Source: an optimization exercise on an open RTL-to-GDS flow (aim: small area). Production flows keep margins and buffers that such runs may drop. Only simulation tests tie the RTL to the original design; equivalence was not proved.

Setup of R:
==> flow/design.v <==
package dct_pkg;
    typedef logic signed [15:0] coef_t;
    typedef logic signed [15:0] sample_t;
    localparam int PROD_SHIFT = 8;   
    function automatic coef_t dct_coef(input logic [2:0] k, input logic [2:0] j);
        case ({k, j})
            6'o00: dct_coef = 16'sd1448;
            6'o01: dct_coef = 16'sd2008;
            6'o02: dct_coef = 16'sd1892;
            6'o03: dct_coef = 16'sd1702;
            6'o04: dct_coef = 16'sd1448;
            6'o05: dct_coef = 16'sd1137;
            6'o06: dct_coef = 16'sd783;
            6'o07: dct_coef = 16'sd399;
            6'o10: dct_coef = 16'sd1448;
            6'o11: dct_coef = 16'sd1702;
            6'o12: dct_coef = 16'sd783;
            6'o13: dct_coef = -16'sd399;
            6'o14: dct_coef = -16'sd1448;
            6'o15: dct_coef = -16'sd2008;
            6'o16: dct_coef = -16'sd1892;
            6'o17: dct_coef = -16'sd1137;
            6'o20: dct_coef = 16'sd1448;
            6'o21: dct_coef = 16'sd1137;
            6'o22: dct_coef = -16'sd783;
            6'o23: dct_coef = -16'sd2008;
            6'o24: dct_coef = -16'sd1448;
            6'o25: dct_coef = 16'sd399;
            6'o26: dct_coef = 16'sd1892;
            6'o27: dct_coef = 16'sd1702;
            6'o30: dct_coef = 16'sd1448;
            6'o31: dct_coef = 16'sd399;
            6'o32: dct_coef = -16'sd1892;
            6'o33: dct_coef = -16'sd1137;
            6'o34: dct_coef = 16'sd1448;
            6'o35: dct_coef = 16'sd1702;
            6'o36: dct_coef = -16'sd783;
            6'o37: dct_coef = -16'sd2008;
            6'o40: dct_coef = 16'sd1448;
            6'o41: dct_coef = -16'sd399;
            6'o42: dct_coef = -16'sd1892;
            6'o43: dct_coef = 16'sd1137;
            6'o44: dct_coef = 16'sd1448;
            6'o45: dct_coef = -16'sd1702;
            6'o46: dct_coef = -16'sd783;
            6'o47: dct_coef = 16'sd2008;
            6'o50: dct_coef = 16'sd1448;
            6'o51: dct_coef = -16'sd1137;
            6'o52: dct_coef = -16'sd783;
            6'o53: dct_coef = 16'sd2008;
            6'o54: dct_coef = -16'sd1448;
            6'o55: dct_coef = -16'sd399;
            6'o56: dct_coef = 16'sd1892;
            6'o57: dct_coef = -16'sd1702;
            6'o60: dct_coef = 16'sd1448;
            6'o61: dct_coef = -16'sd1702;
            6'o62: dct_coef = 16'sd783;
            6'o63: dct_coef = 16'sd399;
            6'o64: dct_coef = -16'sd1448;
            6'o65: dct_coef = 16'sd2008;
            6'o66: dct_coef = -16'sd1892;
            6'o67: dct_coef = 16'sd1137;
            6'o70: dct_coef = 16'sd1448;
            6'o71: dct_coef = -16'sd2008;
            6'o72: dct_coef = 16'sd1892;
            6'o73: dct_coef = -16'sd1702;
            6'o74: dct_coef = 16'sd1448;
            6'o75: dct_coef = -16'sd1137;
            6'o76: dct_coef = 16'sd783;
            6'o77: dct_coef = -16'sd399;
            default: dct_coef = '0;
        endcase
    endfunction
    function automatic logic [3:0] csd_mag(input logic [2:0] k, input logic [2:0] j);
        case ({k, j})
            6'o00: csd_mag = 4'h4;
            6'o01: csd_mag = 4'h1;
            6'o02: csd_mag = 4'h2;
            6'o03: csd_mag = 4'h3;
            6'o04: csd_mag = 4'h4;
            6'o05: csd_mag = 4'h5;
            6'o06: csd_mag = 4'h6;
            6'o07: csd_mag = 4'h7;
            6'o10: csd_mag = 4'h4;
            6'o11: csd_mag = 4'h3;
            6'o12: csd_mag = 4'h6;
            6'o13: csd_mag = 4'hf;
            6'o14: csd_mag = 4'hc;
            6'o15: csd_mag = 4'h9;
            6'o16: csd_mag = 4'ha;
            6'o17: csd_mag = 4'hd;
            6'o20: csd_mag = 4'h4;
            6'o21: csd_mag = 4'h5;
            6'o22: csd_mag = 4'he;
            6'o23: csd_mag = 4'h9;
            6'o24: csd_mag = 4'hc;
            6'o25: csd_mag = 4'h7;
            6'o26: csd_mag = 4'h2;
            6'o27: csd_mag = 4'h3;
            6'o30: csd_mag = 4'h4;
            6'o31: csd_mag = 4'h7;
            6'o32: csd_mag = 4'ha;
            6'o33: csd_mag = 4'hd;
            6'o34: csd_mag = 4'h4;
            6'o35: csd_mag = 4'h3;
            6'o36: csd_mag = 4'he;
            6'o37: csd_mag = 4'h9;
            6'o40: csd_mag = 4'h4;
            6'o41: csd_mag = 4'hf;
            6'o42: csd_mag = 4'ha;
            6'o43: csd_mag = 4'h5;
            6'o44: csd_mag = 4'h4;
            6'o45: csd_mag = 4'hb;
            6'o46: csd_mag = 4'he;
            6'o47: csd_mag = 4'h1;
            6'o50: csd_mag = 4'h4;
            6'o51: csd_mag = 4'hd;
            6'o52: csd_mag = 4'he;
            6'o53: csd_mag = 4'h1;
            6'o54: csd_mag = 4'hc;
            6'o55: csd_mag = 4'hf;
            6'o56: csd_mag = 4'h2;
            6'o57: csd_mag = 4'hb;
            6'o60: csd_mag = 4'h4;
            6'o61: csd_mag = 4'hb;
            6'o62: csd_mag = 4'h6;
            6'o63: csd_mag = 4'h7;
            6'o64: csd_mag = 4'hc;
            6'o65: csd_mag = 4'h1;
            6'o66: csd_mag = 4'ha;
            6'o67: csd_mag = 4'h5;
            6'o70: csd_mag = 4'h4;
            6'o71: csd_mag = 4'h9;
            6'o72: csd_mag = 4'h2;
            6'o73: csd_mag = 4'hb;
            6'o74: csd_mag = 4'h4;
            6'o75: csd_mag = 4'hd;
            6'o76: csd_mag = 4'h6;
            6'o77: csd_mag = 4'hf;
            default: csd_mag = 4'h0;
        endcase
    endfunction
    function automatic logic [6:0] csd_step(input logic [2:0] m, input logic [2:0] t);
        case ({m, t})
            6'o10: csd_step = 7'h0b;
            6'o11: csd_step = 7'h55;
            6'o12: csd_step = 7'h73;
            6'o20: csd_step = 7'h0b;
            6'o21: csd_step = 7'h17;
            6'o22: csd_step = 7'h55;
            6'o23: csd_step = 7'h62;
            6'o30: csd_step = 7'h0b;
            6'o31: csd_step = 7'h19;
            6'o32: csd_step = 7'h07;
            6'o33: csd_step = 7'h05;
            6'o34: csd_step = 7'h43;
            6'o35: csd_step = 7'h71;
            6'o40: csd_step = 7'h0b;
            6'o41: csd_step = 7'h19;
            6'o42: csd_step = 7'h17;
            6'o43: csd_step = 7'h45;
            6'o44: csd_step = 7'h63;
            6'o50: csd_step = 7'h0a;
            6'o51: csd_step = 7'h07;
            6'o52: csd_step = 7'h54;
            6'o53: csd_step = 7'h60;
            6'o60: csd_step = 7'h0a;
            6'o61: csd_step = 7'h18;
            6'o62: csd_step = 7'h44;
            6'o63: csd_step = 7'h70;
            6'o70: csd_step = 7'h09;
            6'o71: csd_step = 7'h17;
            6'o72: csd_step = 7'h44;
            6'o73: csd_step = 7'h70;
            default: csd_step = 7'h00;
        endcase
    endfunction
endpackage
package sram_map_pkg;
    typedef logic [17:0] sram_addr_t;
    typedef logic [15:0] sram_data_t;
    localparam int BLOCK_DIM = 8;
    localparam int BLOCK_SIZE = 64;
    localparam int SRAM_READ_LATENCY = 2;    
    typedef logic [6:0] buf_addr_t;   
    function automatic sram_addr_t pixel_addr(input logic [31:0] width,
                                              input sram_addr_t prow,
                                              input sram_addr_t pcol);
        sram_addr_t addr;
        addr = pcol;
        for (int b = 0; b < 18; b++) begin
            if (width[b])
                addr = addr + (prow << b);
        end
        pixel_addr = addr;
    endfunction
endpackage
`timescale 1ns/1ps
module idct_stage1_top #(
    parameter int BLOCK_COLS = 40,
    parameter int BLOCK_ROWS = 30,
    parameter int RESULT_BASE = 76800
) (
    input  logic       CLOCK,
    input  logic       Resetn,
    input  logic       start,
    input  sram_map_pkg::sram_data_t sram_read_data,
    output sram_map_pkg::sram_addr_t sram_address,
    output sram_map_pkg::sram_data_t sram_write_data,
    output logic       sram_we_n,
    output logic       busy,
    output logic       done
);
    localparam int NSEG = BLOCK_COLS * BLOCK_ROWS * sram_map_pkg::BLOCK_DIM;   
    localparam int RES_SEG = RESULT_BASE / sram_map_pkg::BLOCK_DIM;
    logic        run;        
    logic [13:0] seg;        
    logic [2:0]  j;          
    logic [2:0]  k;          
    logic [2:0]  t;          
    logic        tail;       
    logic [29:0] acc;        
    logic        cr;         
    logic [6:0]  step;
    logic [3:0]  mag;
    logic [3:0]  e;
    logic        neg, last, adv;
    logic        first, wcyc, lastout, start_go;
    logic [2:0]  ka;
    assign mag  = dct_pkg::csd_mag(k, j);
    assign step = dct_pkg::csd_step(mag[2:0], t);
    assign e    = step[3:0];
    assign neg  = step[4] ^ mag[3];
    assign last = step[5];
    assign adv  = step[6] & !tail;
    assign first   = !tail && k == 3'd0 && t == 3'd0;
    assign wcyc    = tail && t == 3'd1;
    assign lastout = seg == 14'(NSEG - 1) && j == 3'd7;
    assign done      = run && wcyc && lastout;
    assign busy      = run && !(wcyc && lastout);
    assign sram_we_n = !(run && wcyc);
    assign start_go  = start && !busy;
    assign ka = k + 3'(adv);
    assign sram_address = wcyc ? {15'(seg) + 15'(RES_SEG), j} : {1'b0, seg, ka};
    logic        ovf;
    assign ovf = !(&acc[29:23] || !(|acc[29:23]));
    assign sram_write_data = ovf ? {acc[29], {15{!acc[29]}}} : acc[23:8];
    logic        nt;
    logic [15:0] sx;
    logic [29:0] addend;
    logic [29:0] acc_in;
    logic [29:0] sum;
    assign nt     = neg && !tail;
    assign sx     = (sram_read_data & {16{!tail}}) ^ {16{nt}};
    assign addend = ({{14{sx[15]}}, sx} << e) | ({30{nt}} & ~({30{1'b1}} << e));
    assign acc_in = first ? 30'd0 : acc;
    logic [30:0] cy;
    logic [29:0] hs;
    assign cy[0]  = nt;
    assign cy[15] = cr && !first;
    for (genvar i = 0; i < 30; i++) begin : g_add
        assign hs[i]  = acc_in[i] ^ addend[i];
        assign sum[i] = hs[i] ^ cy[i];
        if (i != 14)
            assign cy[i+1] = (acc_in[i] & addend[i]) | (cy[i] & hs[i]);
    end
    always_ff @(posedge CLOCK) begin
        acc <= {sum[29:8], sum[7:0] & {8{!last}}};
        cr  <= (acc_in[14] & addend[14]) | (cy[14] & hs[14]);
    end
    always_ff @(posedge CLOCK or negedge Resetn) begin
        if (!Resetn) begin
            run <= 1'b0;
        end else if (start_go) begin
            run <= 1'b1;
        end else if (wcyc && lastout) begin
            run <= 1'b0;
        end
    end
    always_ff @(posedge CLOCK) begin
        if (start_go) begin
            seg  <= '0;
            j    <= '0;
            k    <= '0;
            t    <= 3'd2;
            tail <= 1'b1;
        end else if (!tail) begin
            if (last) begin
                t <= '0;
                k <= k + 3'd1;
                if (k == 3'd7)
                    tail <= 1'b1;
            end else begin
                t <= t + 3'd1;
            end
        end else begin
            if (t == 3'd3) begin
                t <= '0;
                tail <= 1'b0;
            end else begin
                t <= t + 3'd1;
            end
            if (t == 3'd1) begin
                j <= j + 3'd1;
                if (j == 3'd7)
                    seg <= seg + 14'd1;
            end
        end
    end
endmodule
==> flow/config.mk <==
export PLATFORM = sky130hd
export DESIGN_NAME = idct_stage1_top
export DESIGN_NICKNAME = idct_stage1_top
export VERILOG_FILES = /design/flow/design.v
export SDC_FILE = /design/flow/constraint.sdc
export NUM_CORES = 4
export LEC_CHECK = 0
export CAP_MARGIN = 5
export CORE_MARGIN = 2
export CORE_UTILIZATION = 40
export CTS_BUF_LIST = sky130_fd_sc_hd__clkbuf_8
export SLEW_MARGIN = 5
==> flow/constraint.sdc <==
create_clock -name core_clock -period 12.0 [get_ports {CLOCK}]
set_input_delay 2.4000 -clock core_clock [delete_from_list [all_inputs] [get_ports {CLOCK}]]
set_output_delay 2.4000 -clock core_clock [all_outputs]
set_load 0.01 [all_outputs]
standard.sh (not shown) runs the stock make flow with config.mk's settings and CLKGATE_MAP_FILE= SYNTH_SCRIPT=/design/flow/synth_recipe.tcl, a recipe that flattens the netlist after the stock synthesis.
==> flow/flow/run.sh <==
#!/bin/bash
# Layout flow: the standard flow (standard.sh), with two changes:
# - Yosys's technology mapping step runs ABC with flow/abc_map.script
#   (area-oriented mapping, no delay-driven buffering or upsizing) instead of
#   ORFS's abc_speed.script;
# - every input and output port still gets its own buffer, but a
#   sky130_fd_sc_hd__buf_1 (buffer_ports -buffer_cell).
# Everything else, including the synthesis script synth_recipe.tcl, the
# registers it makes, floorplan, power grid, placement, CTS and routing, is the
# standard flow's.
set -euo pipefail
cd "$(dirname "$0")/.."
W=$PWD
rm -rf "$W/scripts_mod"
cp -r "$FLOW_HOME/scripts" "$W/scripts_mod"
cp "$W/flow/abc_map.script" "$W/scripts_mod/abc_speed.script"
# standard.sh with ORFS's scripts folder pointed at the copy
sed "s|^make -C |make SCRIPTS_DIR=$W/scripts_mod BUFFER_PORTS_ARGS='-buffer_cell sky130_fd_sc_hd__buf_1' -C |" standard.sh > standard_mod.sh
grep -q "SCRIPTS_DIR=" standard_mod.sh
bash standard_mod.sh finish > "$W/flow_make.log" 2>&1
test -s "$W/out/final.def"
==> flow/flow/abc_map.script <==
strash
dc2
&get -n
&dch -f
&nf -R 1000 -p
&put
Inputs modified between R and P:
-- flow/design.v --
<<< R, line 226
    logic [3:0]  e;
    logic        neg, last, adv;
    logic        first, wcyc, lastout, start_go;
    logic [2:0]  ka;
    assign mag  = dct_pkg::csd_mag(k, j);
>>> P, line 226
    logic [3:0]  e;
    logic        neg, last, adv;
    logic        clr, wcyc, lastout, start_go;
    logic [2:0]  ka;
    assign mag  = dct_pkg::csd_mag(k, j);
<<< R, line 234
    assign last = step[5];
    assign adv  = step[6] & !tail;
    assign first   = !tail && k == 3'd0 && t == 3'd0;
    assign wcyc    = tail && t == 3'd1;
    assign lastout = seg == 14'(NSEG - 1) && j == 3'd7;
>>> P, line 234
    assign last = step[5];
    assign adv  = step[6] & !tail;
    assign clr     = tail && t == 3'd3;    
    assign wcyc    = tail && t == 3'd1;
    assign lastout = seg == 14'(NSEG - 1) && j == 3'd7;
<<< R, line 254
    assign sx     = (sram_read_data & {16{!tail}}) ^ {16{nt}};
    assign addend = ({{14{sx[15]}}, sx} << e) | ({30{nt}} & ~({30{1'b1}} << e));
    assign acc_in = first ? 30'd0 : acc;
    logic [30:0] cy;
    logic [29:0] hs;
    assign cy[0]  = nt;
    assign cy[15] = cr && !first;
    for (genvar i = 0; i < 30; i++) begin : g_add
        assign hs[i]  = acc_in[i] ^ addend[i];
>>> P, line 254
    assign sx     = (sram_read_data & {16{!tail}}) ^ {16{nt}};
    assign addend = ({{14{sx[15]}}, sx} << e) | ({30{nt}} & ~({30{1'b1}} << e));
    assign acc_in = acc;
    logic [30:0] cy;
    logic [29:0] hs;
    assign cy[0]  = nt;
    assign cy[15] = cr;
    for (genvar i = 0; i < 30; i++) begin : g_add
        assign hs[i]  = acc_in[i] ^ addend[i];
<<< R, line 266
    end
    always_ff @(posedge CLOCK) begin
        acc <= {sum[29:8], sum[7:0] & {8{!last}}};
        cr  <= (acc_in[14] & addend[14]) | (cy[14] & hs[14]);
    end
    always_ff @(posedge CLOCK or negedge Resetn) begin
>>> P, line 266
    end
    always_ff @(posedge CLOCK) begin
        acc <= {sum[29:8] & {22{!clr}}, sum[7:0] & {8{!(last || clr)}}};
        cr  <= ((acc_in[14] & addend[14]) | (cy[14] & hs[14])) && !clr;
    end
    always_ff @(posedge CLOCK or negedge Resetn) begin
==> notes.md <==
- Going from R to P, final clock period utilization by the worst path has decreased; synthesized cell count has decreased.
- The core utilization number comes out lower for P vs R.
- Re portion of the post-synthesis area used by sequential elements: P is 0.39 points up on R.
- R → P: wire length went down; fraction of final layout cells with drive strength greater than 1 shrank by 0.52 points.

re-timing with driven ports:
How much do the figures lean on ideal ports? The routed layouts below were timed once more, with nothing changed but the port constraints. Step 1 assumes that a clkbuf_16 drives the clock port and a buf_2 every other input. Step 2 times the ports against the registers' clock, not the clock port: input delays grow and output delays shrink by t, the midpoint of the rising clock arrivals with the driver on. Slacks: ideal ports / drivers / drivers and shift; pairs: ideal ports / drivers.
| run | t (ns) | setup slack, ns | worst setup path after step 2 | slew at the worst register clock pin (ns) | worst slew at a driven data input, ns |
|---|---|---|---|---|---|
| R | 0.350 | 1.643 / 1.643 / 1.643 | register to register | 0.11 / 0.11 | 0.06 |
| P | 0.350 | 1.693 / 1.693 / 1.693 | register to register | 0.11 / 0.11 | 0.03 |
After both steps every run listed still meets setup and hold.
